Background: an optimization exercise with open tools, aiming at small area, a short achievable clock period and few clock cycles per item. Do not read the settings as production practice.
At most, simulation tests tie the RTL to the original design; equivalence was not proved.
Function not checked in run 1: the RTL went through the layout flow alone.
No activity file was given, so power comes from the tool's default toggle rates.

==> flow/design.v, too long to show whole: its modules and the start of the top module <==
// module ep_div_stage: 18 lines
// module ep_fa: 10 lines
// module ep_absdiff: 27 lines
// module ep_filter_stream: 1929 lines
module ep_filter_stream #(
  parameter int unsigned PIX_W = 8,
  parameter int unsigned WIN   = 3,
  parameter int unsigned WGT_W = 4
) (
  input  logic                     clk,
  input  logic                     rst_n,
  input  logic                     in_valid,
  output logic                     in_ready,
  input  logic [WIN*WIN*PIX_W-1:0] in_win,
  input  logic                     in_sof,
  input  logic                     in_eol,
  input  logic [3:0]               thr_shift,
  input  logic                     bypass,
  output logic                     out_valid,
  input  logic                     out_ready,
  output logic [PIX_W-1:0]         out_pix,
  output logic                     out_sof,
  output logic                     out_eol
);
  // ...
==> flow/flow/run.sh <==
#!/bin/bash
# The standard layout (the standard.sh, unchanged), except that the port buffers that
# global placement inserts on every input and output are sky130_fd_sc_hd__buf_2 cells rather
# than the resizer's default pick; timing repair still resizes them where it needs to.
# The ORFS tools write their logs under orfs/logs/; make's own output goes to standard.log.
set -euo pipefail
bash standard.sh BUFFER_PORTS_ARGS="-buffer_cell sky130_fd_sc_hd__buf_2" finish > standard.log 2>&1
==> flow/standard.sh <==
#!/bin/bash
# synth_recipe.tcl (not shown) runs the flow's synth.tcl, then flattens the netlist and writes it again
# the make line also repeats each setting of config.mk as NAME=value (left out here)
make -C /OpenROAD-flow-scripts/flow DESIGN_CONFIG=/design/flow/config.mk WORK_HOME=/design/flow/orfs CLKGATE_MAP_FILE= SYNTH_SCRIPT=/design/flow/synth_recipe.tcl "${@:-finish}"
==> flow/config.mk <==
export PLATFORM = sky130hd
export DESIGN_NAME = ep_filter_stream
export DESIGN_NICKNAME = ep_filter_stream
export VERILOG_FILES = /design/flow/design.v
export SDC_FILE = /design/flow/constraint.sdc
export NUM_CORES = 4
export LEC_CHECK = 0
export ABC_AREA = 1
export CAP_MARGIN = 20
export CORE_MARGIN = 2
export CORE_UTILIZATION = 60
export CTS_BUF_LIST = sky130_fd_sc_hd__clkbuf_8
export CTS_CLUSTER_DIAMETER = 50
export CTS_CLUSTER_SIZE = 16
export PLACE_DENSITY = 0.7
export SETUP_SLACK_MARGIN = 2.0
export SLEW_MARGIN = 20
export SYNTH_HIERARCHICAL = 1
==> flow/constraint.sdc <==
create_clock -name core_clock -period 5.0 [get_ports {clk}]
set_input_delay 1.0000 -clock core_clock [delete_from_list [all_inputs] [get_ports {clk}]]
set_output_delay 1.0000 -clock core_clock [all_outputs]
set_load 0.01 [all_outputs]
==> results.py, run 1 <==
metrics = {
    "clock_network": {
        "insertion_delay_ns": 0.69,
        "cts_root_buffer": "clkbuf_8",
        "cts_resized": 53,
    },
    "floorplan": {
        "start_util": 0.609,
        "taps": 672,
    },
    "place": {
        "io_buffers": 94,
    },
    "route": {
        "vias": 23588,
        "wl_met2_um": 39700,
        "initialDrtViolationCount": 1657,
    },
    "final_layout": {
        "largest_reg_flops": 85,
        "final_cell_mix": "nand2_1 (838), dfxtp_1 (338), inv_1 (330), fa_1 (328)",
        "final-clk-cell-share": 0.0342,
        "diodes": 0,
        "stdcell_area_um2": 34000,
        "signal_buffers": 166,
    },
    "synthesis": {
        "ys_top_cells_by_count": "nand2_1 (854), dfxtp_1 (371), fa_1 (346), inv_1 (338), ha_1 (202)",
        "synth_edf_count": 80,
        "synth_top_family_by_area": "adder cells",
        "yosysSeqAreaShare": 0.345,
        "netlist_area_um2": 30600,
        "ys_top_cells_by_area": "dfxtp_1 (24%), fa_1 (23%), nand2_1 (10%)",
        "yosysUniqueCellTypes": 58,
    },
    "critical_path": {
        "crit_top_cell": "fa_1",
        "critPathLaunchType": "register",
        "rr_startpoint": "p6_s1[7]",
        "crit_type": "register to register",
        "cp-end-kind": "register",
        "worstPathArrival_ns": 3.56,
        "startpoint": "p6_s1[7]",
        "reg2reg_slack_ns": 2.00,
        "worst-path-stages": 5,
    },
    "power": {
        "p_per_area_nw_per_um2": 595,
        "power_frac_seq": 0.319,
        "share_comb_of_total_power": 0.541,
        "power.group.top": "combinational cells",
    },
    "sta": {
        "worstMarginPinSlew_ns": 1.01,
        "fmax_ghz": 0.334,
        "finalCritPeriodShare": 0.599,
        "setup_slack_ns": 2.00,
    },
    "status": {
        "status": "timing/DRC/antenna clean",
    },
}
==> inputs of run 2 (changes only) <==
--- a/flow/design.v
+++ b/flow/design.v
@@ -53,16 +53,22 @@
         assign pl[l+1][i] = pl[l][i];
       end
     end
   end
   assign cin0 = {gl[3][6:0], 1'b0};
   assign cin1 = {gl[3][6:0] | pl[3][6:0], 1'b1};
   assign a    = gl[3][7] ? (x ^ cin1) : ~(x ^ cin0);
 endmodule
+module ep_not8 (
+  input  logic [7:0] a,
+  output logic [7:0] y
+);
+  assign y = ~a;
+endmodule
 module ep_filter_stream #(
   parameter int unsigned PIX_W = 8,
   parameter int unsigned WIN   = 3,
   parameter int unsigned WGT_W = 4
 ) (
   input  logic                     clk,
   input  logic                     rst_n,
   input  logic                     in_valid,
@@ -1007,72 +1013,73 @@
   logic [16:0] rb_c902;
   logic vld_s3;
   logic sof_s3;
   logic eol_s3;
   logic [7:0] dra_s3;
   logic [7:0] drb_s3;
   logic [16:0] ra_s3;
   logic [16:0] rb_s3;
-  logic [7:0] dv_c903;
-  logic [8:0] dv3_c904;
-  logic [16:0] nm2_906;
-  logic [7:0] rem_c906;
-  logic [7:0] nq_c907;
+  logic [7:0] sw_904;
+  logic [7:0] dv_c904;
+  logic [8:0] dv3_c905;
+  logic [16:0] nm2_907;
+  logic [7:0] rem_c907;
+  logic [7:0] nq_c908;
   logic vld_s4;
   logic sof_s4;
   logic eol_s4;
   logic [7:0] dv_s4;
   logic [8:0] dv3_s4;
   logic [7:0] rem_s4;
   logic [7:0] nq_s4;
-  logic [9:0] tr_909;
-  logic [10:0] ta_910;
-  logic [10:0] tb_911;
-  logic [10:0] tc_912;
-  logic [7:0] rem_c912;
-  logic [7:0] nq_c913;
+  logic [9:0] tr_910;
+  logic [10:0] ta_911;
+  logic [10:0] tb_912;
+  logic [10:0] tc_913;
+  logic [7:0] rem_c913;
+  logic [7:0] nq_c914;
   logic vld_s5;
   logic sof_s5;
   logic eol_s5;
   logic [7:0] dv_s5;
   logic [8:0] dv3_s5;
   logic [7:0] rem_s5;
   logic [7:0] nq_s5;
-  logic [9:0] tr_915;
-  logic [10:0] ta_916;
-  logic [10:0] tb_917;
-  logic [10:0] tc_918;
-  logic [7:0] rem_c918;
-  logic [7:0] nq_c919;
+  logic [9:0] tr_916;
+  logic [10:0] ta_917;
+  logic [10:0] tb_918;
+  logic [10:0] tc_919;
+  logic [7:0] rem_c919;
+  logic [7:0] nq_c920;
   logic vld_s6;
   logic sof_s6;
   logic eol_s6;
   logic [7:0] dv_s6;
   logic [8:0] dv3_s6;
   logic [7:0] rem_s6;
   logic [7:0] nq_s6;
-  logic [9:0] tr_921;
-  logic [10:0] ta_922;
-  logic [10:0] tb_923;
-  logic [10:0] tc_924;
-  logic [7:0] rem_c924;
-  logic [7:0] nq_c925;
+  logic [9:0] tr_922;
+  logic [10:0] ta_923;
+  logic [10:0] tb_924;
+  logic [10:0] tc_925;
+  logic [7:0] rem_c925;
+  logic [7:0] nq_c926;
   logic vld_s7;
   logic sof_s7;
   logic eol_s7;
   logic [7:0] dv_s7;
   logic [8:0] dv3_s7;
   logic [7:0] rem_s7;
   logic [7:0] nq_s7;
-  logic [9:0] tr_927;
-  logic [10:0] ta_928;
-  logic [10:0] tb_929;
-  logic [10:0] tc_930;
-  logic [7:0] nq_c930;
+  logic [9:0] tr_928;
+  logic [10:0] ta_929;
+  logic [10:0] tb_930;
+  logic [10:0] tc_931;
+  logic [7:0] nq_c931;
   assign vld_c0 = in_valid & in_ready;
   assign p0_c1 = in_win[7:0];
   assign p1_c2 = in_win[15:8];
   assign p2_c3 = in_win[23:16];
   assign p3_c4 = in_win[31:24];
   assign p4_c5 = in_win[39:32];
   assign p5_c6 = in_win[47:40];
   assign p6_c7 = in_win[55:48];
@@ -1841,115 +1848,116 @@
   always_ff @(posedge clk) begin
       sof_s3 <= sof_s2;
       eol_s3 <= eol_s2;
       dra_s3 <= dra_c899;
       drb_s3 <= drb_c900;
       ra_s3 <= ra_c901;
       rb_s3 <= rb_c902;
   end
-  assign dv_c903 = dra_s3 + drb_s3;
-  assign dv3_c904 = {1'b0, dv_c903} + {dv_c903, 1'b0};
-  assign nm2_906 = ra_s3 + rb_s3;
-  assign rem_c906 = nm2_906[16:9];
-  assign nq_c907 = nm2_906[8:1];
+  assign sw_904 = dra_s3 + drb_s3;
+  assign dv_c904 = ~sw_904;
+  assign dv3_c905 = ~({1'b0, sw_904} + {sw_904, 1'b0});
+  assign nm2_907 = ra_s3 + rb_s3;
+  assign rem_c907 = nm2_907[16:9];
+  assign nq_c908 = nm2_907[8:1];
   always_ff @(posedge clk or negedge rst_n) begin
     if (!rst_n) begin
       vld_s4 <= '0;
     end else begin
       vld_s4 <= vld_s3;
     end
   end
   always_ff @(posedge clk) begin
       sof_s4 <= sof_s3;
       eol_s4 <= eol_s3;
-      dv_s4 <= dv_c903;
-      dv3_s4 <= dv3_c904;
-      rem_s4 <= rem_c906;
-      nq_s4 <= nq_c907;
+      dv_s4 <= dv_c904;
+      dv3_s4 <= dv3_c905;
+      rem_s4 <= rem_c907;
+      nq_s4 <= nq_c908;
   end
-  assign tr_909 = {rem_s4, nq_s4[7:6]};
-  assign ta_910 = {1'b0, tr_909} - {3'b0, dv_s4};
-  assign tb_911 = {1'b0, tr_909} - {2'b0, dv_s4, 1'b0};
-  assign tc_912 = {1'b0, tr_909} - {2'b0, dv3_s4};
-  assign rem_c912 = ~tc_912[10] ? tc_912[7:0] : ~tb_911[10] ? tb_911[7:0] : ~ta_910[10] ? ta_910[7:0] : tr_909[7:0];
-  assign nq_c913 = {nq_s4[5:0], ~tb_911[10], (~ta_910[10] & tb_911[10]) | ~tc_912[10]};
+  assign tr_910 = {rem_s4, nq_s4[7:6]};
+  assign ta_911 = {1'b0, tr_910} + {3'b111, dv_s4} + 11'd1;
+  assign tb_912 = {1'b0, tr_910} + {2'b11, dv_s4, 1'b1} + 11'd1;
+  assign tc_913 = {1'b0, tr_910} + {2'b11, dv3_s4} + 11'd1;
+  assign rem_c913 = ~tc_913[10] ? tc_913[7:0] : ~tb_912[10] ? tb_912[7:0] : ~ta_911[10] ? ta_911[7:0] : tr_910[7:0];
+  assign nq_c914 = {nq_s4[5:0], ~tb_912[10], (~ta_911[10] & tb_912[10]) | ~tc_913[10]};
   always_ff @(posedge clk or negedge rst_n) begin
     if (!rst_n) begin
       vld_s5 <= '0;
     end else begin
       vld_s5 <= vld_s4;
     end
   end
   always_ff @(posedge clk) begin
       sof_s5 <= sof_s4;
       eol_s5 <= eol_s4;
       dv_s5 <= dv_s4;
       dv3_s5 <= dv3_s4;
-      rem_s5 <= rem_c912;
-      nq_s5 <= nq_c913;
+      rem_s5 <= rem_c913;
+      nq_s5 <= nq_c914;
   end
-  assign tr_915 = {rem_s5, nq_s5[7:6]};
-  assign ta_916 = {1'b0, tr_915} - {3'b0, dv_s5};
-  assign tb_917 = {1'b0, tr_915} - {2'b0, dv_s5, 1'b0};
-  assign tc_918 = {1'b0, tr_915} - {2'b0, dv3_s5};
-  assign rem_c918 = ~tc_918[10] ? tc_918[7:0] : ~tb_917[10] ? tb_917[7:0] : ~ta_916[10] ? ta_916[7:0] : tr_915[7:0];
-  assign nq_c919 = {nq_s5[5:0], ~tb_917[10], (~ta_916[10] & tb_917[10]) | ~tc_918[10]};
+  assign tr_916 = {rem_s5, nq_s5[7:6]};
+  assign ta_917 = {1'b0, tr_916} + {3'b111, dv_s5} + 11'd1;
+  assign tb_918 = {1'b0, tr_916} + {2'b11, dv_s5, 1'b1} + 11'd1;
+  assign tc_919 = {1'b0, tr_916} + {2'b11, dv3_s5} + 11'd1;
+  assign rem_c919 = ~tc_919[10] ? tc_919[7:0] : ~tb_918[10] ? tb_918[7:0] : ~ta_917[10] ? ta_917[7:0] : tr_916[7:0];
+  assign nq_c920 = {nq_s5[5:0], ~tb_918[10], (~ta_917[10] & tb_918[10]) | ~tc_919[10]};
   always_ff @(posedge clk or negedge rst_n) begin
     if (!rst_n) begin
       vld_s6 <= '0;
     end else begin
       vld_s6 <= vld_s5;
     end
   end
   always_ff @(posedge clk) begin
       sof_s6 <= sof_s5;
       eol_s6 <= eol_s5;
       dv_s6 <= dv_s5;
       dv3_s6 <= dv3_s5;
-      rem_s6 <= rem_c918;
-      nq_s6 <= nq_c919;
+      rem_s6 <= rem_c919;
+      nq_s6 <= nq_c920;
   end
-  assign tr_921 = {rem_s6, nq_s6[7:6]};
-  assign ta_922 = {1'b0, tr_921} - {3'b0, dv_s6};
-  assign tb_923 = {1'b0, tr_921} - {2'b0, dv_s6, 1'b0};
-  assign tc_924 = {1'b0, tr_921} - {2'b0, dv3_s6};
-  assign rem_c924 = ~tc_924[10] ? tc_924[7:0] : ~tb_923[10] ? tb_923[7:0] : ~ta_922[10] ? ta_922[7:0] : tr_921[7:0];
-  assign nq_c925 = {nq_s6[5:0], ~tb_923[10], (~ta_922[10] & tb_923[10]) | ~tc_924[10]};
+  assign tr_922 = {rem_s6, nq_s6[7:6]};
+  assign ta_923 = {1'b0, tr_922} + {3'b111, dv_s6} + 11'd1;
+  assign tb_924 = {1'b0, tr_922} + {2'b11, dv_s6, 1'b1} + 11'd1;
+  assign tc_925 = {1'b0, tr_922} + {2'b11, dv3_s6} + 11'd1;
+  assign rem_c925 = ~tc_925[10] ? tc_925[7:0] : ~tb_924[10] ? tb_924[7:0] : ~ta_923[10] ? ta_923[7:0] : tr_922[7:0];
+  assign nq_c926 = {nq_s6[5:0], ~tb_924[10], (~ta_923[10] & tb_924[10]) | ~tc_925[10]};
   always_ff @(posedge clk or negedge rst_n) begin
     if (!rst_n) begin
       vld_s7 <= '0;
     end else begin
       vld_s7 <= vld_s6;
     end
   end
   always_ff @(posedge clk) begin
       sof_s7 <= sof_s6;
       eol_s7 <= eol_s6;
       dv_s7 <= dv_s6;
       dv3_s7 <= dv3_s6;
-      rem_s7 <= rem_c924;
-      nq_s7 <= nq_c925;
+      rem_s7 <= rem_c925;
+      nq_s7 <= nq_c926;
   end
-  assign tr_927 = {rem_s7, nq_s7[7:6]};
-  assign ta_928 = {1'b0, tr_927} - {3'b0, dv_s7};
-  assign tb_929 = {1'b0, tr_927} - {2'b0, dv_s7, 1'b0};
-  assign tc_930 = {1'b0, tr_927} - {2'b0, dv3_s7};
-  assign nq_c930 = {nq_s7[5:0], ~tb_929[10], (~ta_928[10] & tb_929[10]) | ~tc_930[10]};
+  assign tr_928 = {rem_s7, nq_s7[7:6]};
+  assign ta_929 = {1'b0, tr_928} + {3'b111, dv_s7} + 11'd1;
+  assign tb_930 = {1'b0, tr_928} + {2'b11, dv_s7, 1'b1} + 11'd1;
+  assign tc_931 = {1'b0, tr_928} + {2'b11, dv3_s7} + 11'd1;
+  assign nq_c931 = {nq_s7[5:0], ~tb_930[10], (~ta_929[10] & tb_930[10]) | ~tc_931[10]};
   logic              take;
   logic [4-1:0]   owed;
   logic [7-1:0] wr_oh, rd_oh;
   logic [3-1:0]  held;
   logic [9:0]        fifo_mem [7];
   logic [9:0]        fifo_out;
   logic [9:0]        res;
   logic              load, from_fifo, to_fifo;
   logic              oq_valid;
   logic [9:0]        oq;
-  assign res      = {sof_s7, eol_s7, nq_c930};
+  assign res      = {sof_s7, eol_s7, nq_c931};
   assign take     = oq_valid & out_ready;
   assign in_ready = (owed != 4'd8) | take;
   always_ff @(posedge clk or negedge rst_n) begin
     if (!rst_n) begin
       owed <= '0;
     end else if ((in_valid & in_ready) != take) begin
       owed <= take ? owed - 1'b1 : owed + 1'b1;
     end
==> flow/config.mk (replaced) <==
export PLATFORM = sky130hd
export DESIGN_NAME = ep_filter_stream
export DESIGN_NICKNAME = ep_filter_stream
export VERILOG_FILES = /design/flow/design.v
export SDC_FILE = /design/flow/constraint.sdc
export NUM_CORES = 4
export LEC_CHECK = 0
export ABC_AREA = 1
export CAP_MARGIN = 5
export CORE_MARGIN = 2
export CORE_UTILIZATION = 40
export CTS_BUF_LIST = sky130_fd_sc_hd__clkbuf_8
export CTS_CLUSTER_DIAMETER = 50
export CTS_CLUSTER_SIZE = 16
export SETUP_SLACK_MARGIN = 2.1
export SLEW_MARGIN = 5
export SYNTH_HIERARCHICAL = 1
==> run 2 against run 1 <==
Effect of this change:
- via count down 3.3%
- largest power group unchanged
- worst setup slack better by 0.073 ns
- critical path depth unchanged
==> results.py, run 2 <==
metrics = {
    "status": {
        "status": "timing/DRC/antenna clean",
    },
    "sta": {
        "finalSetupTns_ns": 0,
        "rsz0062_at_grt": "true",
        "slew_viol_final": 0,
        "slew_headroom": 0.182,
        "finalCritPeriodShare": 0.585,
        "fmax_ghz": 0.342,
        "setup_slack_ns": 2.08,
        "final.min_clock_period_ns": 2.92,
        "hold_viol_final": 0,
        "worstMarginPinSlew_ns": 1.22,
        "clock_skew_ns": 0.0398,
        "setup_violations": 0,
    },
    "clock_network": {
        "cts.sinks": 480,
        "cts_tree": "yes",
        "cts.htree.levels": 2,
        "cts_buffers": 50,
        "insertion_delay_ns": 0.70,
        "cts_root_buffer": "clkbuf_8",
        "clk_pin_slew_ns": 0.11,
        "clockBufferDepth": 3,
    },
    "floorplan": {
        "rows": 101,
        "core_area_um2": 75600,
        "start_util": 0.402,
        "die_area_um2": 78100,
        "dieWidth_um": 279,
        "top_level_ports": 95,
        "die_h_um": 279,
    },
    "final_layout": {
        "fin_nets": 3978,
        "ff_latch_area_um2": 10700,
        "final_common_cell": "nand2_1",
        "largest_reg_flops": 85,
        "stdcell_area_um2": 34400,
        "post-route-util": 0.455,
        "fillers": 7322,
        "regMostFlops": "tL4_s2",
        "final_cell_mix": "nand2_1 (793), dfxtp_1 (335), fa_1 (324), inv_1 (273), nand3_1 (195)",
        "drive_above_1_share": 0.139,
        "area_delta_synth_final_pct": 13.3,
        "multi_input_area_um2": 19100,
        "largestRegisters": "tL4_s2 (85), fifo_mem (70)",
    },
    "synthesis": {
        "netlist_area_um2": 30300,
        "synth.avg_cell_area_um2": 9.47,
        "synth_seq_cells": 480,
        "yosysUniqueCellTypes": 62,
        "syn-instance-count": 3206,
        "synth_ff_type": "dfxtp_1",
        "yosysSeqAreaShare": 0.348,
        "yosys_warnings": 8,
        "ys_top_cells_by_count": "nand2_1 (817), dfxtp_1 (371), fa_1 (346), inv_1 (285), nand3_1 (212)",
        "ys_top_cells_by_area": "dfxtp_1 (24%), fa_1 (23%), nand2_1 (10%)",
        "synth_edf_count": 80,
        "async_reset_ff_frac": 0.0604,
        "synth_top_area_share": 0.245,
        "synth_area_leader_cell": "dfxtp_1",
        "synth.most_common_cell": "nand2_1",
    },
    "route": {
        "initialDrtViolationCount": 1730,
        "vias": 22803,
        "drt_wl_total_um": 83300,
        "drtPass1Iterations": 9,
        "avgRoutedWirePerCell_um": 19.1,
        "drc_errors": 0,
        "drt-vias-per-instance": 5.22,
        "ant_nets": 0,
    },
    "place": {
        "dp_slack_ns": 0.924,
        "io_buffers": 94,
        "post_dp_cell_area_um2": 31800,
        "gp_congestion": 0.953,
        "dp_hpwl_um": 63200,
    },
    "critical_path": {
        "crit_type": "register to register",
        "slowest_stage": "dfxtp_2",
        "crit_top_cell": "fa_1",
        "crit_path_max_incr_delay_ns": 0.61,
        "cp.required_ns": 5.56,
        "critPathLaunchType": "register",
        "cp-end-kind": "register",
        "path_max_fanout": 10,
        "crit_chain": "nand2_1 > fa_1 > fa_1 > fa_1 > fa_1",
        "worstPathArrival_ns": 3.49,
    },
    "power": {
        "report.power.total_mw": 20.0,
        "p_per_area_nw_per_um2": 581,
        "max-vdd-ir-drop_uv": 278,
        "p_leak_nw": 14.3,
    },
    "run": {
        "maxCapViolations": 0,
    },
    "grt": {
        "gr-total-overflow": 0,
        "antenna_found_initial": 3,
        "grt_pass1_wl_um": 127000,
        "track_usage": 0.212,
        "grt_pass1_vias": 22674,
        "grt_max_degree": 68,
    },
    "worst_hold_path": {
        "hp-class": "input port to asynchronous set/reset pin",
    },
}
-- run 2: changes by cell type after synthesis, sizes merged, moves of 3 or more --
cell,change
buf,+5
o211ai,+5
clkinv,-3
nand2,-38
a21oi,+4
or2,-6
nand3,+20
a31o,+3
o21ai,-16
nor2,+8
inv,-60
nor3,+3
-- run 2: final timing paths --
check                           startpoint         end  slack (ns)  cells past startpoint
worst max register to register    w2_s1[3]  tL4_s2[23]        2.08                      5
worst min register to register    nq_s5[2]    nq_s6[4]        0.33                      0
worst max-delay path              w2_s1[3]  tL4_s2[23]        2.08                      5
min in group core_clock           nq_s5[2]    nq_s6[4]        0.33                      0
worst min-delay path                 rst_n    rd_oh[4]        0.31                      1
max in group asynchronous            rst_n    wr_oh[6]        4.26                      1
-- run 2: final cells by class --
cell class,count,area share
flip-flops and latches,480,0.311
inverters,291,0.0328
repair buffers,164,0.0327
clock inverters,39,0.0123
clock buffers,52,0.0208
multi-input cells,2360,0.555
diodes,2,0.000146
well taps,978,0.0356
-- run 2: cell families (layout without fill, tap and decap cells) --
family                   count (synthesis)  in the layout  share of synthesized area
flip-flops                             480            480                      0.348
adder cells (fa/ha/maj)                548            548                      0.312
multiplexers                             3              3                   0.000990
AND/OR/NAND/NOR                       1259           1260                      0.173
AO/OA/AOI/OAI                          421            421                     0.0843
other                                    2             13                   0.000247
buffers and inverters                  376            546                     0.0479
XOR/XNOR                               117            117                     0.0338
-- run 2: layer usage --
metal	global-route usage	part of all wire	wire, µm
met3	0.0344	0.067	5540
met5	0	0	0
met2	0.349	0.47	38900
met1	0.276	0.42	35200
met4	0.0919	0.044	3680
-- run 2: metrics by stage --
step | std cells | hold slack (ns)
after global placement | 4215 | 0.310
after detailed placement | 4215 | 0.312
final | 4366 | 0.309
after global routing | 4366 | 0.318
after CTS | 4321 | 0.277
after floorplan | 3215 | 0.310
-- run 2: critical path, delay by kind of cell, from the launching register on --
family	cells	cell delay, ns
fa+ha+maj	4	2.06
simple gates	1	0.13
flops	1	0.61
-- run 2: power breakdown --
part | switching [mW] | internal [mW]
logic | 6.03 | 4.64
clock network | 1.61 | 1.18
registers | 1.10 | 5.39
-- run 2: repair_timing --
action / CTS / global route
hold buffers: 0 / 0
buffers inserted: 15 / 42
gates cloned: 0 / 1
resized for setup: 71 / 176
setup endpoints to repair: 92 / 54
pin swaps: 2 / 101
-- run 2: per-module statistics from Yosys (local to each module, per instance) --
| module | area [µm²] | cells | copies in the design |
|---|---|---|---|
| ep_fa | 20.0 | 1 | 308 |
| ep_filter_stream | 24200 | 2898 | 1 |
Testbench counts of run 2, summed over its fixed seeds: cycles 16,064, items 16,000.
==> inputs of run 3 (changes only) <==
--- a/flow/config.mk
+++ b/flow/config.mk
@@ -7,5 +7,5 @@
 export LEC_CHECK = 0
 export ABC_AREA = 1
-export CAP_MARGIN = 5
+export CAP_MARGIN = 20
 export CORE_MARGIN = 2
 export CORE_UTILIZATION = 40
@@ -14,4 +14,4 @@
 export CTS_CLUSTER_SIZE = 16
 export SETUP_SLACK_MARGIN = 2.1
-export SLEW_MARGIN = 5
+export SLEW_MARGIN = 20
 export SYNTH_HIERARCHICAL = 1
==> run 3 against run 2 <==
Effect of this change:
- via count is 0.81% lower
- critical path type unchanged
- sequential cell count unchanged
- die area unchanged
- final area fell by 1.6%
- combinational power hardly changed
- clock skew grew 0.0041 ns
- worst setup slack improved by 0.021 ns
- register-to-register slack improved by 0.02 ns
- global-route usage shrank 0.24 points
==> results.py, run 3 <==
metrics = {
    "sta": {
        "slew_headroom": 0.264,
        "slew_viol_final": 0,
        "holdWs_ns": 0.320,
        "fmax_ghz": 0.345,
        "finalCritPeriodShare": 0.580,
        "clock_skew_ns": 0.0439,
        "setup_slack_ns": 2.10,
        "hold_viol_final": 0,
        "worstMarginPinSlew_ns": 1.10,
        "rsz0062_at_grt": "true",
        "setup_violations": 0,
        "finalSetupTns_ns": 0,
        "final.min_clock_period_ns": 2.90,
    },
    "critical_path": {
        "crit_chain": "nand2_1 > fa_1 > fa_1 > fa_1 > fa_1",
        "crit_family": "adder cells",
        "crit_top_cell": "fa_1",
        "slowest_stage": "dfxtp_2",
        "crit_buf_inv": 0,
        "worstPathArrival_ns": 3.45,
        "cp-end-kind": "register",
        "crit_type": "register to register",
        "crit_path_max_incr_delay_ns": 0.60,
        "startpoint": "w2_s1[3]",
        "rr_startpoint": "w2_s1[3]",
        "critPathLaunchType": "register",
        "path_max_fanout": 10,
        "cp.required_ns": 5.54,
    },
    "grt": {
        "grt_pass1_vias": 22487,
        "grt_pass1_wl_um": 126000,
        "gr-total-overflow": 0,
        "grt_max_degree": 68,
        "track_usage": 0.209,
        "antenna_found_initial": 3,
    },
    "synthesis": {
        "synth_seq_cells": 480,
        "synth_top_area_share": 0.245,
        "synth.avg_cell_area_um2": 9.47,
        "yosysUniqueCellTypes": 62,
        "ys_top_cells_by_area": "dfxtp_1 (24%), fa_1 (23%), nand2_1 (10%)",
        "synth_edf_count": 80,
        "async_reset_ff_frac": 0.0604,
        "syn-instance-count": 3206,
        "synth_area_leader_cell": "dfxtp_1",
        "yosys_warnings": 8,
        "ys_top_cells_by_count": "nand2_1 (817), dfxtp_1 (371), fa_1 (346), inv_1 (285), nand3_1 (212)",
        "netlist_area_um2": 30300,
        "synth.most_common_cell": "nand2_1",
        "synth_ff_type": "dfxtp_1",
        "yosysSeqAreaShare": 0.348,
    },
    "final_layout": {
        "largestRegisters": "tL4_s2 (85), fifo_mem (70)",
        "largest_reg_flops": 85,
        "post-route-util": 0.448,
        "final_cell_mix": "nand2_1 (809), dfxtp_1 (339), fa_1 (328), inv_1 (276), nand3_1 (204)",
        "regMostFlops": "tL4_s2",
        "area_delta_synth_final_pct": 11.5,
        "final_common_cell": "nand2_1",
        "fin_nets": 3958,
        "drive_above_1_share": 0.116,
    },
    "clock_network": {
        "cts.htree.levels": 2,
        "insertion_delay_ns": 0.68,
        "clk_pin_slew_ns": 0.10,
        "cts_hold_buf": 0,
        "cts_buffers": 50,
        "cts_tree": "yes",
        "cts_root_buffer": "clkbuf_8",
        "cts.sinks": 480,
        "clockBufferDepth": 3,
    },
    "power": {
        "max-vdd-ir-drop_uv": 309,
        "p_leak_nw": 14.1,
        "p_per_area_nw_per_um2": 584,
        "report.power.total_mw": 19.7,
    },
    "place": {
        "dp_slack_ns": 0.930,
        "io_buffers": 94,
        "dp_hpwl_um": 63000,
        "gp_congestion": 0.953,
    },
    "route": {
        "drt_wl_total_um": 82300,
        "drc_errors": 0,
        "ant_nets": 0,
        "avgRoutedWirePerCell_um": 18.9,
        "drt-vias-per-instance": 5.21,
        "vias": 22618,
        "drtPass1Iterations": 8,
        "initialDrtViolationCount": 1701,
    },
    "status": {
        "status": "timing/DRC/antenna clean",
    },
    "floorplan": {
        "top_level_ports": 95,
        "rows": 101,
        "start_util": 0.402,
        "die_h_um": 279,
        "core_area_um2": 75600,
        "dieWidth_um": 279,
        "die_area_um2": 78100,
    },
    "worst_hold_path": {
        "hp-class": "register to register",
        "hold_start": "sof_s3",
    },
    "run": {
        "maxCapViolations": 0,
    },
}
## run 3: final timing paths
kind	endpoint	slack [ns]	cells past startpoint
min reg2reg	sof_s4	0.32	0
max	tL4_s2[16]	2.10	5
min in group asynchronous	rd_oh[4]	0.33	1
min	sof_s4	0.32	0
max in group asynchronous	wr_oh[6]	4.23	1
max reg2reg	tL4_s2[16]	2.10	5
## run 3: timing repair
action | CTS | global route
setup buffers | 12 | 25
hold endpoints to repair | 0 | 0
endpoints found under the setup margin | 92 | 56
cloned | 0 | 1
gates resized for setup | 63 | 101
pin swaps | 2 | 33
## run 3: area by class of cell
type                            count  area (µm²)
Clock inverter                     40         390
Tap cell                          978        1220
Inverter                          291        1130
Antenna cell                        2        5.00
Clock buffer                       50         688
Sequential cell                   480       10700
Timing Repair Buffer              145         970
Multi-Input combinational cell   2359       18800
Fill cell                        7300       41700
## run 3: power by group
group	total, mW	internal, mW	switching [mW]	leakage, nW
Clock	2.68	1.10	1.59	0.580
Combinational	10.6	4.59	5.97	9.35
Sequential	6.50	5.39	1.11	4.20
## run 3: cell families after synthesis
family | Yosys count | synth area share
buffers and inverters | 376 | 0.0479
DFF | 480 | 0.348
adders and majority gates | 548 | 0.312
other | 2 | 0.000247
muxes | 3 | 0.000990
and+or+nand+nor | 1259 | 0.173
xor gates and xnor gates | 117 | 0.0338
AOI/OAI and AO/OA | 421 | 0.0843
## run 3: Yosys stat by module (local to each module, per instance)
module	cells inside	times used
ep_filter_stream	2898	1
ep_fa	1	308
## run 3: worst register-to-register path, delay by kind of cell, from the launching register on
family / cells / cell delay, ns
fa+ha+maj: 4 / 2.05
flops: 1 / 0.60
simple gates: 1 / 0.14
## run 3: per-layer routing
metal  wire, µm  up-vias  track usage
li1           -    10735            -
met3       5660      207       0.0331
met1      34900    10872        0.275
met2      38300      804        0.346
met5          0        -            0
met4       3370        0       0.0834
## run 3: metrics by stage
| step | std cells | cell area (µm²) |
|---|---|---|
| after CTS | 4317 | 33200 |
| after global placement | 4215 | 31800 |
| final | 4345 | 33800 |
| after global routing | 4345 | 33800 |
| after floorplan | 3215 | 30400 |
| after detailed placement | 4215 | 31800 |
==> inputs of run 4 (changes only) <==
--- a/flow/config.mk
+++ b/flow/config.mk
@@ -13,5 +13,5 @@
 export CTS_CLUSTER_DIAMETER = 50
 export CTS_CLUSTER_SIZE = 16
-export SETUP_SLACK_MARGIN = 2.1
+export SETUP_SLACK_MARGIN = 2.2
 export SLEW_MARGIN = 20
 export SYNTH_HIERARCHICAL = 1
==> run 4 against run 3 <==
Effect of this change:
- critical path type is now input port to register
- hold slack worse by 0.017 ns
- critical path depth up 14
- combinational power about the same
- still clean on timing, DRC and antenna
- global-route usage up 0.35 points
- maximum frequency up 2.3%
==> results.py, run 4 <==
metrics = {
    "power": {
        "report.power.total_mw": 20.1,
        "p_per_area_nw_per_um2": 572,
        "power_frac_seq": 0.321,
        "clkPwrFrac": 0.139,
        "max-vdd-ir-drop_uv": 269,
        "switching_share": 0.433,
        "share_comb_of_total_power": 0.540,
        "p_leak_nw": 14.7,
        "switchingPower_mw": 8.71,
        "p_int_mw": 11.4,
    },
    "final_layout": {
        "largest_reg_flops": 85,
        "fin_nets": 4037,
        "final_cell_mix": "nand2_1 (781), fa_1 (319), dfxtp_1 (309), inv_1 (267), nand3_1 (189)",
        "area_delta_synth_final_pct": 16.0,
        "regMostFlops": "tL4_s2",
        "final_common_cell": "nand2_1",
        "drive_above_1_share": 0.172,
        "largestRegisters": "tL4_s2 (85), fifo_mem (70)",
    },
    "critical_path": {
        "worstPathArrival_ns": 3.45,
        "path_max_fanout": 4,
        "crit_top_cell": "nand2_2",
        "slowest_stage": "fa_2",
        "crit_path_max_incr_delay_ns": 0.39,
        "cp.required_ns": 5.61,
        "crit_family": "simple AND/OR/NAND/NOR gates",
        "critPathLaunchType": "input port",
        "crit_type": "input port to register",
        "crit_chain": "buf_16 > clkinvlp_4 > buf_6 > ha_2 > fa_2 > nand3_4 > nand3_4 > inv_4 > fa_2 > nand2_2 > xnor2_2 > nand2_1 > nand3_1 > nand2_2 > nand2_1 > nand3_1 > o21bai_1 > nand2_2 > nor2_2",
        "cp-end-kind": "register",
        "crit_buf_inv": 4,
    },
    "clock_network": {
        "clk_pin_slew_ns": 0.09,
        "cts.sinks": 480,
        "cts.htree.levels": 2,
        "cts_tree": "yes",
        "cts_hold_buf": 0,
        "cts_root_buffer": "clkbuf_8",
        "cts_buffers": 48,
        "clockBufferDepth": 3,
        "insertion_delay_ns": 0.69,
    },
    "status": {
        "status": "timing/DRC/antenna clean",
    },
    "sta": {
        "slew_viol_final": 0,
        "final.min_clock_period_ns": 2.84,
        "hold_viol_final": 0,
        "finalCritPeriodShare": 0.568,
        "finalSetupTns_ns": 0,
        "slew_headroom": 0.367,
        "setup_violations": 0,
        "worstMarginPinSlew_ns": 0.948,
        "fmax_ghz": 0.352,
        "rsz0062_at_grt": "true",
        "clock_skew_ns": 0.0460,
    },
    "floorplan": {
        "top_level_ports": 95,
        "start_util": 0.402,
        "rows": 101,
        "dieWidth_um": 279,
        "core_area_um2": 75600,
        "die_h_um": 279,
        "die_area_um2": 78100,
    },
    "synthesis": {
        "yosysUniqueCellTypes": 62,
        "yosys_warnings": 8,
        "ys_top_cells_by_area": "dfxtp_1 (24%), fa_1 (23%), nand2_1 (10%)",
        "ys_top_cells_by_count": "nand2_1 (817), dfxtp_1 (371), fa_1 (346), inv_1 (285), nand3_1 (212)",
        "yosysSeqAreaShare": 0.348,
        "syn-instance-count": 3206,
        "synth.avg_cell_area_um2": 9.47,
        "synth_edf_count": 80,
        "synth.most_common_cell": "nand2_1",
        "netlist_area_um2": 30300,
        "synth_top_area_share": 0.245,
        "async_reset_ff_frac": 0.0604,
        "synth_ff_type": "dfxtp_1",
        "synth_seq_cells": 480,
        "synth_area_leader_cell": "dfxtp_1",
    },
    "grt": {
        "gr-total-overflow": 0,
        "antenna_found_initial": 3,
        "grt_pass1_vias": 23085,
        "track_usage": 0.213,
        "grt_pass1_wl_um": 128000,
        "grt_max_degree": 65,
    },
    "worst_hold_path": {
        "hp-class": "register to register",
    },
    "route": {
        "ant_nets": 0,
        "wl_met3_um": 5770,
        "vias": 23060,
        "drc_errors": 0,
        "avgRoutedWirePerCell_um": 19.1,
        "wl_met2_um": 39800,
        "initialDrtViolationCount": 1674,
        "drt-vias-per-instance": 5.21,
        "drtPass1Iterations": 6,
        "topRoutingLayerUsed": "met5",
        "wl_met1_um": 35200,
        "drt_wl_total_um": 84500,
    },
    "run": {
        "maxCapViolations": 0,
    },
    "place": {
        "gp_congestion": 0.934,
        "io_buffers": 94,
        "dp_hpwl_um": 63700,
    },
}
[run 4: cells by family after synthesis]
group / share of synthesized area
adders and majority gates: 0.312
muxes: 0.000990
buffers and inverters: 0.0479
xor gates and xnor gates: 0.0338
DFF: 0.348
other: 0.000247
AOI/OAI and AO/OA: 0.0843
and+or+nand+nor: 0.173
[run 4: power by group through the flow]
stage	Combinational (mW)	Clock (mW)	Sequential [mW]
after CTS	10.7	2.88	6.50
after global routing	12.6	3.02	6.59
final	10.9	2.79	6.46
after floorplan	8.27	0	6.03
after detailed placement	10.5	0	6.61
after global placement	10.3	0	6.59
[run 4: cell type report]
| cell class | count | area [µm²] |
|---|---|---|
| Antenna cell | 1 | 2.50 |
| Clock buffer | 52 | 716 |
| Clock inverter | 35 | 402 |
| Multi-Input combinational cell | 2360 | 19200 |
| Fill cell | 7160 | 40400 |
| Inverter | 291 | 1130 |
| Sequential cell | 480 | 10700 |
| Timing Repair Buffer | 225 | 1770 |
| Tap cell | 978 | 1220 |
[run 4: final timing paths]
| check | start | to | slack [ns] | depth (start not counted) |
|---|---|---|---|---|
| worst max-delay path | in_win[32] | w6_s1[3] | 2.16 | 19 |
| worst min-delay path | nq_s4[0] | nq_s5[2] | 0.30 | 0 |
| worst max register to register | w7_s1[2] | tL4_s2[16] | 2.17 | 6 |
| worst min register to register | nq_s4[0] | nq_s5[2] | 0.30 | 0 |
| max in group asynchronous | rst_n | wr_oh[1] | 4.24 | 1 |
| min in group asynchronous | rst_n | held[0] | 0.33 | 1 |
[run 4: layer usage]
metal,up-vias,global-route usage
li1,10905,-
met3,245,0.0337
met4,2,0.0856
met5,-,0
met1,11089,0.275
met2,819,0.357
[run 4: worst reg2reg max path, stage by stage (launching register included)]
cell and delay [ns]:
dfxtp_4 0.45, buf_12 0.14, nand2_1 0.07, fa_1 0.48, fa_1 0.58, fa_1 0.47, fa_2 0.59
[run 4: Yosys stat by module, one instance, submodules excluded]
module	cells inside	flops+latches	times used	area [µm²]
ep_fa	1	0	308	20.0
ep_filter_stream	2898	480	1	24200
[run 4: through the flow]
stage	utilization	setup slack, ns	hold slack [ns]	instance area (µm²)	instances
2_1_floorplan	-	1.67	0.310	30400	3215
3_3_place_gp	0.421	0.892	0.310	31800	4215
3_5_place_dp	0.421	0.848	0.312	31800	4216
4_1_cts	0.447	2.18	0.288	33800	4347
5_1_grt	0.466	2.04	0.306	35200	4422
6_report	0.466	2.16	0.303	35200	4422
[run 4: timing repair]
action	CTS	global route
pin swaps	17	87
gates cloned	0	2
setup endpoints to repair	92	62
buffers inserted	44	71
resized for setup	135	189
hold endpoints to repair	0	0
==> inputs of run 5 (changes only) <==
==> flow/flow/run.sh (replaced) <==
#!/bin/bash
# The standard layout (the standard.sh, unchanged), except that:
#  - the port buffers that global placement inserts on every input and output are
#    sky130_fd_sc_hd__buf_2 cells rather than the resizer's default pick (timing repair still
#    resizes them where it needs to);
#  - clock tree synthesis gets the same arguments as in the standard flow (from config.mk's
#    CTS settings) plus -dont_use_dummy_load.
# The ORFS tools write their logs under orfs/logs/; make's own output goes to standard.log.
set -euo pipefail
CTS="-sink_clustering_enable -repair_clock_nets -sink_clustering_size 16 -sink_clustering_max_diameter 50 -buf_list sky130_fd_sc_hd__clkbuf_8 -dont_use_dummy_load"
bash standard.sh BUFFER_PORTS_ARGS="-buffer_cell sky130_fd_sc_hd__buf_2" CTS_ARGS="$CTS" finish > standard.log 2>&1
--- a/flow/config.mk
+++ b/flow/config.mk
@@ -13,5 +13,5 @@
 export CTS_CLUSTER_DIAMETER = 50
 export CTS_CLUSTER_SIZE = 16
-export SETUP_SLACK_MARGIN = 2.2
+export SETUP_SLACK_MARGIN = 2.1
 export SLEW_MARGIN = 20
 export SYNTH_HIERARCHICAL = 1
==> run 5 against run 4 <==
Effect of this change:
- clock skew up 0.051 ns
- utilization shrank 2.2 points
- hold slack worse by 0.016 ns
- via count down 2.6%
- routed wire length is 3.2% lower
- clock power shrank 23%
- cell count is 2.6% lower
- maximum frequency is 3.7% lower
- synthesized cell count did not move
- critical endpoint is now tL4_s2[23]
- final area shrank 4.8%
- register-to-register slack worse by 0.12 ns
- sequential share of layout area is 1.4 points higher
==> results.py, run 5 <==
metrics = {
    "worst_hold_path": {
        "hold_path_depth": 0,
        "hold_start": "dv3_s6[3]",
        "hp-class": "register to register",
        "hold_end": "dv3_s7[3]",
    },
    "place": {
        "dp_slack_ns": 0.930,
        "dp_hpwl_um": 63000,
        "gp_congestion": 0.953,
        "io_buffers": 94,
    },
    "power": {
        "max-vdd-ir-drop_uv": 300,
        "p_leak_nw": 13.9,
        "p_per_area_nw_per_um2": 574,
        "power_frac_seq": 0.338,
        "share_comb_of_total_power": 0.550,
        "clkPwrFrac": 0.112,
        "switchingPower_mw": 8.34,
        "p_int_mw": 10.9,
        "switching_share": 0.434,
    },
    "synthesis": {
        "synth.most_common_cell": "nand2_1",
        "syn-instance-count": 3206,
        "yosysUniqueCellTypes": 62,
        "yosys_warnings": 8,
        "async_reset_ff_frac": 0.0604,
        "synth.avg_cell_area_um2": 9.47,
        "synth_top_area_share": 0.245,
        "ys_top_cells_by_area": "dfxtp_1 (24%), fa_1 (23%), nand2_1 (10%)",
        "netlist_area_um2": 30300,
        "yosysSeqAreaShare": 0.348,
        "synth_ff_type": "dfxtp_1",
        "ys_top_cells_by_count": "nand2_1 (817), dfxtp_1 (371), fa_1 (346), inv_1 (285), nand3_1 (212)",
        "synth_area_leader_cell": "dfxtp_1",
        "synth_edf_count": 80,
        "synth_seq_cells": 480,
    },
    "sta": {
        "clock_skew_ns": 0.0965,
        "final.min_clock_period_ns": 2.95,
        "worstMarginPinSlew_ns": 1.10,
        "hold_viol_final": 0,
        "finalCritPeriodShare": 0.589,
        "rsz0062_at_grt": "true",
        "slew_viol_final": 0,
        "fmax_ghz": 0.339,
        "setup_violations": 0,
        "slew_headroom": 0.263,
        "holdWs_ns": 0.286,
        "finalSetupTns_ns": 0,
        "setup_slack_ns": 2.05,
    },
    "critical_path": {
        "cp-end-kind": "register",
        "crit_type": "register to register",
        "crit_top_cell": "fa_1",
        "crit_path_max_incr_delay_ns": 0.60,
        "cp.required_ns": 5.51,
        "crit_buf_inv": 0,
        "slowest_stage": "dfxtp_2",
        "crit_family": "adder cells",
        "crit_chain": "nand2_1 > fa_1 > fa_1 > fa_1 > fa_1",
        "path_max_fanout": 10,
        "critPathLaunchType": "register",
        "worst_r2r_path_depth": 5,
        "rr_startpoint": "w8_s1[3]",
        "reg2reg_slack_ns": 2.05,
        "worstPathArrival_ns": 3.46,
        "worstReg2RegEnd": "tL4_s2[23]",
    },
    "final_layout": {
        "final_cell_mix": "nand2_1 (808), dfxtp_1 (336), fa_1 (326), inv_1 (267), nand3_1 (203)",
        "multi_input_area_um2": 18800,
        "final_common_cell": "nand2_1",
        "largest_reg_flops": 85,
        "area_delta_synth_final_pct": 10.4,
        "largestRegisters": "tL4_s2 (85), fifo_mem (70)",
        "ff_latch_area_um2": 10700,
        "drive_above_1_share": 0.112,
        "regMostFlops": "tL4_s2",
        "fin_nets": 3958,
        "fillers": 7323,
    },
    "grt": {
        "grt_pass1_wl_um": 126000,
        "track_usage": 0.210,
        "gr-total-overflow": 0,
        "grt_max_degree": 68,
        "grt_pass1_vias": 22486,
        "antenna_found_initial": 3,
    },
    "route": {
        "vias": 22469,
        "ant_nets": 0,
        "drt-vias-per-instance": 5.22,
        "drt_wl_total_um": 81800,
        "drtPass1Iterations": 7,
        "drc_errors": 0,
        "initialDrtViolationCount": 1706,
        "avgRoutedWirePerCell_um": 19.0,
    },
    "floorplan": {
        "dieWidth_um": 279,
        "rows": 101,
        "top_level_ports": 95,
        "die_area_um2": 78100,
        "start_util": 0.402,
        "die_h_um": 279,
        "core_area_um2": 75600,
    },
    "status": {
        "status": "timing/DRC/antenna clean",
    },
    "clock_network": {
        "cts_root_buffer": "clkbuf_8",
        "insertion_delay_ns": 0.68,
        "cts_buffers": 50,
        "cts.htree.levels": 2,
        "cts.sinks": 480,
        "clockBufferDepth": 3,
        "cts_tree": "yes",
        "clk_pin_slew_ns": 0.09,
    },
    "run": {
        "maxCapViolations": 0,
    },
}
run 5: cell counts after synthesis:
No cell type changed its count.
run 5: layer usage:
metal | up-vias | global-route usage | share of wire
met4 | 0 | 0.0801 | 0.039
met2 | 808 | 0.349 | 0.47
met3 | 206 | 0.0307 | 0.067
li1 | 10674 | - | -
met5 | - | 0 | 0
met1 | 10781 | 0.276 | 0.42
run 5: repair_timing:
action | in CTS | in global routing
hold buffers | 0 | 0
setup buffers | 18 | 20
endpoints found under the setup margin | 92 | 50
resized for setup | 82 | 93
pin swaps | 7 | 29
run 5: cells by family after synthesis:
| group | after synthesis | synth area share |
|---|---|---|
| AO/OA/AOI/OAI | 421 | 0.0843 |
| AND/OR/NAND/NOR | 1259 | 0.173 |
| flip-flops | 480 | 0.348 |
| XOR/XNOR | 117 | 0.0338 |
| multiplexers | 3 | 0.000990 |
| adder cells (fa/ha/maj) | 548 | 0.312 |
| buffers and inverters | 376 | 0.0479 |
| other | 2 | 0.000247 |
run 5: Yosys stat by module (local to each module, per instance):
module,copies in the design,cell area [µm²]
ep_fa,308,20.0
ep_filter_stream,1,24200
run 5: power groups by stage:
stage,clock network [mW],logic (mW),registers (mW)
2_1_floorplan,0,8.27,6.03
5_1_grt,2.36,12.3,6.63
3_5_place_dp,0,10.5,6.59
3_3_place_gp,0,10.3,6.58
4_1_cts,2.24,10.6,6.51
6_report,2.15,10.6,6.50
run 5: through the flow:
| stage | area [µm²] | std cells | util | power (mW) |
|---|---|---|---|---|
| after detailed placement | 31800 | 4215 | 0.421 | 17.1 |
| after global routing | 33500 | 4305 | 0.443 | 21.3 |
| final | 33500 | 4305 | 0.443 | 19.2 |
| after floorplan | 30400 | 3215 | - | 14.3 |
| after CTS | 33000 | 4283 | 0.436 | 19.4 |
| after global placement | 31800 | 4215 | 0.421 | 16.9 |
run 5: layout make-up:
cell class,count,area share
multi-input cells,2359,0.562
flip-flops and latches,480,0.318
well taps,978,0.0365
inverters,291,0.0336
repair buffers,145,0.0289
clock buffers,50,0.0205
diodes,2,0.000149
run 5: worst max-delay path by stage:
stage                           from         end  slack (ns)  cells after the start
after global routing      in_win[35]    w8_s1[3]        1.90                     18
final                       w8_s1[3]  tL4_s2[23]        2.05                      5
after global placement    in_win[34]    w1_s1[1]        0.94                     19
after floorplan           in_win[34]    w1_s1[0]        1.67                     18
after detailed placement  in_win[34]    w2_s1[1]        0.93                     19
after CTS                 in_win[38]    w5_s1[1]        2.06                     15
==> inputs of run 6 (changes only) <==
--- a/flow/design.v
+++ b/flow/design.v
@@ -4,22 +4,4 @@
   localparam int unsigned DefWgtW = 4;
 endpackage
-module ep_div_stage (
-  input  logic [7:0] rem_in,
-  input  logic [7:0] nq_in,
-  input  logic [7:0] div_in,
-  output logic [7:0] rem_out,
-  output logic [7:0] nq_out
-);
-  logic [8:0] trial;
-  logic [8:0] diff;
-  logic       ge;
-  always_comb begin
-    trial   = {rem_in, nq_in[7]};
-    diff    = trial - {1'b0, div_in};
-    ge      = ~diff[8];
-    rem_out = ge ? diff[7:0] : trial[7:0];
-    nq_out  = {nq_in[6:0], ge};
-  end
-endmodule
 module ep_fa (
   input  logic a,
@@ -32,37 +14,4 @@
   assign co = (a & b) | (a & c) | (b & c);
 endmodule
-module ep_absdiff (
-  input  logic [7:0] p,
-  input  logic [7:0] c,
-  input  logic [7:0] x,
-  output logic [7:0] a
-);
-  logic [7:0] gl [4];
-  logic [7:0] pl [4];
-  logic [7:0] cin0, cin1;
-  assign gl[0] = p & ~c;
-  assign pl[0] = x;
-  for (genvar l = 0; l < 3; l++) begin : g_lvl
-    for (genvar i = 0; i < 8; i++) begin : g_bit
-      if ((i >> l) % 2 == 1) begin : g_op
-        localparam int J = ((i >> l) << l) - 1;
-        assign gl[l+1][i] = gl[l][i] | (pl[l][i] & gl[l][J]);
-        assign pl[l+1][i] = pl[l][i] & pl[l][J];
-      end else begin : g_pass
-        assign gl[l+1][i] = gl[l][i];
-        assign pl[l+1][i] = pl[l][i];
-      end
-    end
-  end
-  assign cin0 = {gl[3][6:0], 1'b0};
-  assign cin1 = {gl[3][6:0] | pl[3][6:0], 1'b1};
-  assign a    = gl[3][7] ? (x ^ cin1) : ~(x ^ cin0);
-endmodule
-module ep_not8 (
-  input  logic [7:0] a,
-  output logic [7:0] y
-);
-  assign y = ~a;
-endmodule
 module ep_filter_stream #(
   parameter int unsigned PIX_W = 8,
==> flow/flow/run.sh (replaced) <==
#!/bin/bash
# The standard layout (the standard.sh, unchanged), except that the port buffers that
# global placement inserts on every input and output are sky130_fd_sc_hd__buf_2 cells rather
# than the resizer's default pick; timing repair still resizes them where it needs to.
# The ORFS tools write their logs under orfs/logs/; make's own output goes to standard.log.
set -euo pipefail
bash standard.sh BUFFER_PORTS_ARGS="-buffer_cell sky130_fd_sc_hd__buf_2" finish > standard.log 2>&1
--- a/flow/config.mk
+++ b/flow/config.mk
@@ -16,2 +16,3 @@
 export SLEW_MARGIN = 20
 export SYNTH_HIERARCHICAL = 1
+export TNS_END_PERCENT = 20
==> run 6 against run 5 <==
Effect of this change:
- cell count is 1.0% higher
- critical endpoint is now tL4_s2[55]
- sequential cell count stayed put
- total power is 4.3% higher
- critical path type unchanged
- largest power group unchanged
==> results.py, run 6 <==
metrics = {
    "clock_network": {
        "cts_tree": "yes",
        "cts_buffers": 51,
        "cts.sinks": 480,
        "clockBufferDepth": 3,
        "cts_hold_buf": 0,
        "insertion_delay_ns": 0.71,
        "clk_pin_slew_ns": 0.10,
        "cts_root_buffer": "clkbuf_8",
        "cts.htree.levels": 2,
    },
    "synthesis": {
        "netlist_area_um2": 30300,
        "synth_seq_cells": 480,
        "ys_top_cells_by_area": "dfxtp_1 (24%), fa_1 (23%), nand2_1 (10%)",
        "synth.avg_cell_area_um2": 9.47,
        "async_reset_ff_frac": 0.0604,
        "yosysUniqueCellTypes": 62,
        "syn-instance-count": 3206,
        "synth_area_leader_cell": "dfxtp_1",
        "yosys_warnings": 8,
        "synth_top_area_share": 0.245,
        "yosysSeqAreaShare": 0.348,
        "synth_ff_type": "dfxtp_1",
        "synth_edf_count": 80,
        "ys_top_cells_by_count": "nand2_1 (817), dfxtp_1 (371), fa_1 (346), inv_1 (285), nand3_1 (212)",
        "synth.most_common_cell": "nand2_1",
    },
    "critical_path": {
        "reg2reg_slack_ns": 2.08,
        "crit_top_cell": "fa_1",
        "cp.required_ns": 5.64,
        "crit_type": "register to register",
        "critPathLaunchType": "register",
        "path_max_fanout": 10,
        "worstPathArrival_ns": 3.57,
        "crit_path_max_incr_delay_ns": 0.62,
        "slowest_stage": "dfxtp_2",
        "cp-end-kind": "register",
        "crit_chain": "nand2_1 > fa_1 > fa_1 > fa_1 > fa_1",
    },
    "grt": {
        "antenna_found_initial": 2,
        "grt_max_degree": 65,
        "grt_pass1_vias": 22822,
        "use_met2": 0.352,
        "track_usage": 0.213,
        "top_usage_layer": "met2",
        "gr-total-overflow": 0,
        "use_met3": 0.0362,
        "grtUsageMet1": 0.273,
        "grt_pass1_wl_um": 128000,
    },
    "sta": {
        "finalSetupTns_ns": 0,
        "worstMarginPinSlew_ns": 0.920,
        "rsz0062_at_grt": "true",
        "final.min_clock_period_ns": 2.92,
        "clock_skew_ns": 0.0543,
        "slew_headroom": 0.386,
        "slew_viol_final": 0,
        "hold_viol_final": 0,
        "fmax_ghz": 0.342,
        "setup_violations": 0,
        "finalCritPeriodShare": 0.585,
    },
    "floorplan": {
        "dieWidth_um": 279,
        "core_area_um2": 75600,
        "top_level_ports": 95,
        "rows": 101,
        "die_area_um2": 78100,
        "start_util": 0.402,
        "die_h_um": 279,
    },
    "final_layout": {
        "largest_reg_flops": 85,
        "multi_input_area_um2": 19000,
        "final_common_cell": "nand2_1",
        "final_cell_mix": "nand2_1 (797), dfxtp_1 (339), fa_1 (325), inv_1 (273), nand3_1 (199)",
        "fin_nets": 3962,
        "area_delta_synth_final_pct": 12.9,
        "fillers": 7202,
        "regMostFlops": "tL4_s2",
        "ff_latch_area_um2": 10700,
        "drive_above_1_share": 0.129,
        "largestRegisters": "tL4_s2 (85), fifo_mem (70)",
    },
    "power": {
        "max-vdd-ir-drop_uv": 240,
        "report.power.total_mw": 20.1,
        "p_leak_nw": 14.3,
        "p_per_area_nw_per_um2": 585,
    },
    "place": {
        "io_buffers": 94,
        "gp_congestion": 0.922,
        "dp_hpwl_um": 63900,
    },
    "worst_hold_path": {
        "hp-class": "register to register",
    },
    "route": {
        "drtPass1Iterations": 7,
        "drt-vias-per-instance": 5.24,
        "drt_wl_total_um": 83300,
        "ant_nets": 0,
        "initialDrtViolationCount": 1618,
        "drc_errors": 0,
        "vias": 22801,
        "avgRoutedWirePerCell_um": 19.1,
    },
    "status": {
        "status": "timing/DRC/antenna clean",
    },
    "run": {
        "maxCapViolations": 0,
    },
}
==> run 6: cell counts after synthesis <==
No cell type changed its count.
==> run 6: Yosys stat by module (local to each module, per instance) <==
module / flip-flops and latches / area, µm² / cells
ep_fa: 0 / 20.0 / 1
ep_filter_stream: 480 / 24200 / 2898
==> run 6: layer usage <==
layer	share of wire	wire, µm
met2	0.47	38700
met5	0	0
met1	0.42	34900
met4	0.048	4040
met3	0.067	5570
==> run 6: cell families (layout without fill, tap and decap cells) <==
family	after synthesis	count (layout)	share of synthesized area
simple gates	1259	1259	0.173
fa+ha+maj	548	548	0.312
flops	480	480	0.348
compound gates	421	421	0.0843
buf+inv	376	531	0.0479
xor+xnor	117	117	0.0338
mux	3	3	0.000990
other cells	2	13	0.000247
==> run 6: final timing paths <==
path,start,end,depth (start not counted)
setup / recovery,w7_s1[2],tL4_s2[55],5
hold / removal,eol_s1,eol_s2,0
setup reg to reg,w7_s1[2],tL4_s2[55],5
hold reg to reg,eol_s1,eol_s2,0
max in group asynchronous,rst_n,wr_oh[4],1
min in group asynchronous,rst_n,rd_oh[4],1
==> run 6: stage by stage <==
step                instance area (µm²)  setup WS, ns  hold slack (ns)  instances   util
floorplan                         30400          1.67            0.310       3215      -
CTS                               33500          2.05            0.264       4325  0.443
global route                      34300          2.04            0.281       4349  0.454
detailed placement                31900         0.953            0.312       4220  0.422
finish                            34300          2.08            0.298       4350  0.454
global placement                  31900         0.986            0.310       4220  0.422
==> run 6: area by class of cell <==
class | instances | share of cell area
diodes | 2 | 0.000146
clock buffers | 52 | 0.0209
clock inverters | 40 | 0.0149
inverters | 291 | 0.0328
multi-input cells | 2359 | 0.554
flip-flops and latches | 480 | 0.311
well taps | 978 | 0.0357
repair buffers | 148 | 0.0310
==> run 6: repair_timing <==
| item | 4_1_cts | 5_1_grt |
|---|---|---|
| setup endpoints to repair | 92 | 65 |
| gates resized for setup | 69 | 145 |
| setup buffers | 13 | 22 |
| pin swaps | 4 | 72 |
==> run 6: worst max-delay path, delay by kind of cell, from the launching register on <==
family	cells	cell delay (ns)
DFF	1	0.62
adders and majority gates	4	2.10
and+or+nand+nor	1	0.15
==> run 6: where the power goes <==
group	internal, mW	switching, mW
Combinational	4.63	5.97
Clock	1.33	1.64
Sequential	5.39	1.09
Testbench counts of run 6, summed over its fixed seeds: cycles 16,064, items 16,000.
==> inputs of run 7 (changes only) <==
--- a/flow/config.mk
+++ b/flow/config.mk
@@ -16,3 +16,2 @@
 export SLEW_MARGIN = 20
 export SYNTH_HIERARCHICAL = 1
-export TNS_END_PERCENT = 20
==> run 7 against run 6 <==
Effect of this change:
- still clean on timing, DRC and antenna
- critical path depth did not move
- cell count fell by 0.11%
- routed wire length fell by 1.2%
- register-to-register slack improved by 0.02 ns
- hold slack improved by 0.022 ns
- utilization fell by 0.59 points
==> results.py, run 7 <==
metrics = {
    "grt": {
        "grt_pass1_vias": 22487,
        "track_usage": 0.209,
        "antenna_found_initial": 3,
        "grt_max_degree": 68,
        "grt_pass1_wl_um": 126000,
        "gr-total-overflow": 0,
    },
    "sta": {
        "final.min_clock_period_ns": 2.90,
        "slew_viol_final": 0,
        "slew_headroom": 0.264,
        "setup_violations": 0,
        "clock_skew_ns": 0.0439,
        "finalSetupTns_ns": 0,
        "hold_viol_final": 0,
        "rsz0062_at_grt": "true",
        "worstMarginPinSlew_ns": 1.10,
        "fmax_ghz": 0.345,
        "finalCritPeriodShare": 0.580,
    },
    "route": {
        "ant_nets": 0,
        "drt-vias-per-instance": 5.21,
        "drc_errors": 0,
        "drtPass1Iterations": 8,
        "avgRoutedWirePerCell_um": 18.9,
        "initialDrtViolationCount": 1701,
        "vias": 22618,
        "drt_wl_total_um": 82300,
    },
    "synthesis": {
        "synth_mux_area_frac": 0.000989,
        "synth_seq_cells": 480,
        "synth-xor-area-share": 0.0338,
        "netlist_area_um2": 30300,
        "syn-instance-count": 3206,
        "synth_area_leader_cell": "dfxtp_1",
        "synth-compound-area-share": 0.0843,
        "async_reset_ff_frac": 0.0604,
        "yosys_warnings": 8,
        "synth-simple-area-share": 0.173,
        "ys_top_cells_by_count": "nand2_1 (817), dfxtp_1 (371), fa_1 (346), inv_1 (285), nand3_1 (212)",
        "synth.avg_cell_area_um2": 9.47,
        "synth_edf_count": 80,
        "yosysSeqAreaShare": 0.348,
        "synth_top_area_share": 0.245,
        "synth.most_common_cell": "nand2_1",
        "yosysUniqueCellTypes": 62,
        "synth_top_family_by_area": "adder cells",
        "ys_top_cells_by_area": "dfxtp_1 (24%), fa_1 (23%), nand2_1 (10%)",
        "synth_ff_type": "dfxtp_1",
        "synth_adder_area_share": 0.312,
    },
    "critical_path": {
        "slowest_stage": "dfxtp_2",
        "worstPathArrival_ns": 3.45,
        "crit_chain": "nand2_1 > fa_1 > fa_1 > fa_1 > fa_1",
        "crit_buf_inv": 0,
        "crit_family": "adder cells",
        "cp-end-kind": "register",
        "crit_top_cell": "fa_1",
        "crit_path_max_incr_delay_ns": 0.60,
        "crit_type": "register to register",
        "cp.required_ns": 5.54,
        "critPathLaunchType": "register",
        "path_max_fanout": 10,
    },
    "clock_network": {
        "insertion_delay_ns": 0.68,
        "cts_tree": "yes",
        "cts.sinks": 480,
        "cts_buffers": 50,
        "cts_hold_buf": 0,
        "cts.htree.levels": 2,
        "clockBufferDepth": 3,
        "cts_root_buffer": "clkbuf_8",
        "clk_pin_slew_ns": 0.10,
    },
    "final_layout": {
        "fin_nets": 3958,
        "largestRegisters": "tL4_s2 (85), fifo_mem (70)",
        "regMostFlops": "tL4_s2",
        "final_common_cell": "nand2_1",
        "final_cell_mix": "nand2_1 (809), dfxtp_1 (339), fa_1 (328), inv_1 (276), nand3_1 (204)",
        "largest_reg_flops": 85,
        "area_delta_synth_final_pct": 11.5,
        "stdcell_area_um2": 33800,
        "drive_above_1_share": 0.116,
    },
    "power": {
        "power_frac_seq": 0.329,
        "switchingPower_mw": 8.67,
        "share_comb_of_total_power": 0.535,
        "max-vdd-ir-drop_uv": 309,
        "switching_share": 0.439,
        "clkPwrFrac": 0.136,
        "p_int_mw": 11.1,
        "p_leak_nw": 14.1,
        "p_per_area_nw_per_um2": 584,
    },
    "place": {
        "io_buffers": 94,
        "dp_hpwl_um": 63000,
        "gp_congestion": 0.953,
        "post_dp_cell_area_um2": 31800,
    },
    "worst_hold_path": {
        "hp-class": "register to register",
    },
    "floorplan": {
        "rows": 101,
        "die_area_um2": 78100,
        "top_level_ports": 95,
        "dieWidth_um": 279,
        "start_util": 0.402,
        "core_area_um2": 75600,
        "die_h_um": 279,
    },
    "status": {
        "status": "timing/DRC/antenna clean",
    },
    "run": {
        "maxCapViolations": 0,
    },
}
-- run 7: cell counts after synthesis --
Identical to the previous run, type by type.
-- run 7: layout make-up --
class / count / area [µm²]
Fill cell: 7300 / 41700
Multi-Input combinational cell: 2359 / 18800
Sequential cell: 480 / 10700
Tap cell: 978 / 1220
Inverter: 291 / 1130
Timing Repair Buffer: 145 / 970
Clock buffer: 50 / 688
Clock inverter: 40 / 390
Antenna cell: 2 / 5.00
-- run 7: worst reg2reg max path, delay by kind of cell (launching register included) --
family / cells / cell delay (ns)
DFF: 1 / 0.60
and+or+nand+nor: 1 / 0.14
adders and majority gates: 4 / 2.05
-- run 7: path summary, 6_finish.rpt --
check                      startpoint         end  slack, ns  cells past startpoint
min                            sof_s3      sof_s4       0.32                      0
max                          w2_s1[3]  tL4_s2[16]       2.10                      5
min in group asynchronous       rst_n    rd_oh[4]       0.33                      1
max reg2reg                  w2_s1[3]  tL4_s2[16]       2.10                      5
max in group asynchronous       rst_n    wr_oh[6]       4.23                      1
min reg2reg                    sof_s3      sof_s4       0.32                      0
-- run 7: kinds of logic (layout without fill, tap and decap cells) --
kind of cell	count (synthesis)	after routing
and+or+nand+nor	1259	1259
other	2	13
adders and majority gates	548	548
AOI/OAI and AO/OA	421	421
muxes	3	3
xor gates and xnor gates	117	117
buffers and inverters	376	526
DFF	480	480
-- run 7: timing repair --
| item | in CTS | in global routing |
|---|---|---|
| resized for setup | 63 | 101 |
| pin swaps | 2 | 33 |
| endpoints found under the setup margin | 92 | 56 |
| gates cloned | 0 | 1 |
| buffers inserted | 12 | 25 |
-- run 7: modules after synthesis (local to each module, per instance) --
module / cell area (µm²) / flip-flops and latches / cells inside / times used
ep_fa: 20.0 / 0 / 1 / 308
ep_filter_stream: 24200 / 480 / 2898 / 1
-- run 7: power by group through the flow --
| stage | combinational (mW) | clock [mW] | sequential [mW] |
|---|---|---|---|
| after floorplan | 8.27 | 0 | 6.03 |
| after global placement | 10.3 | 0 | 6.58 |
| after detailed placement | 10.5 | 0 | 6.59 |
| after CTS | 10.6 | 2.77 | 6.51 |
| after global routing | 12.3 | 2.92 | 6.63 |
| final | 10.6 | 2.68 | 6.50 |
-- run 7: per-layer routing --
metal	vias to the layer above	wire length, µm	track usage
li1	10735	-	-
met1	10872	34900	0.275
met2	804	38300	0.346
met3	207	5660	0.0331
met4	0	3370	0.0834
met5	-	0	0
-- run 7: through the flow --
step	power [mW]	cells	util	hold slack [ns]	setup slack [ns]
2_1_floorplan	14.3	3215	-	0.310	1.67
3_3_place_gp	16.9	4215	0.421	0.310	0.937
3_5_place_dp	17.1	4215	0.421	0.312	0.930
4_1_cts	19.9	4317	0.439	0.293	2.07
5_1_grt	21.9	4345	0.448	0.323	1.91
6_report	19.7	4345	0.448	0.320	2.10

[afterwards: timing with drivers on the ports]
In the flow no input, the clock included, has a driving cell. The finished layouts below were timed again as built, in two steps.
Step 1 sets driving cells, clkbuf_16 on the clock port and buf_2 on the other inputs (assumed; they add their load-dependent delay and slew).
Step 2 times the ports against the registers' clock, not the clock port: input delays grow and output delays shrink by t, the midpoint of the rising clock arrivals with the driver on.
a / b / c = ideal ports / drivers / drivers and shift; a / b = the first two.
| run | shift t [ns] | setup WS [ns] | worst hold slack (ns) | worst setup path at the end | pins driven straight from the clock port |
|---|---|---|---|---|---|
| run 1 | 0.728 | 2.003 / 2.003 / 1.381 | 0.300 / 0.276 / 0.300 | input to register | 1 |
| run 2 | 0.740 | 2.077 / 2.029 / 1.289 | 0.309 / 0.271 / 0.329 | input to register | 1 |
| run 3 | 0.722 | 2.098 / 2.039 / 1.317 | 0.320 / 0.294 / 0.320 | input to register | 1 |
| run 4 | 0.722 | 2.162 / 2.076 / 1.355 | 0.303 / 0.291 / 0.303 | input to register | 1 |
| run 5 | 0.694 | 2.054 / 2.006 / 1.313 | 0.286 / 0.286 / 0.286 | input to register | 1 |
| run 6 | 0.746 | 2.076 / 2.043 / 1.297 | 0.298 / 0.276 / 0.298 | input to register | 1 |
| run 7 | 0.722 | 2.098 / 2.039 / 1.317 | 0.320 / 0.294 / 0.320 | input to register | 1 |
After both steps every run listed still meets setup and hold. For run 4, which loses most, drivers alone change the setup slack by -0.086 ns; drivers and shift together by -0.807 ns.
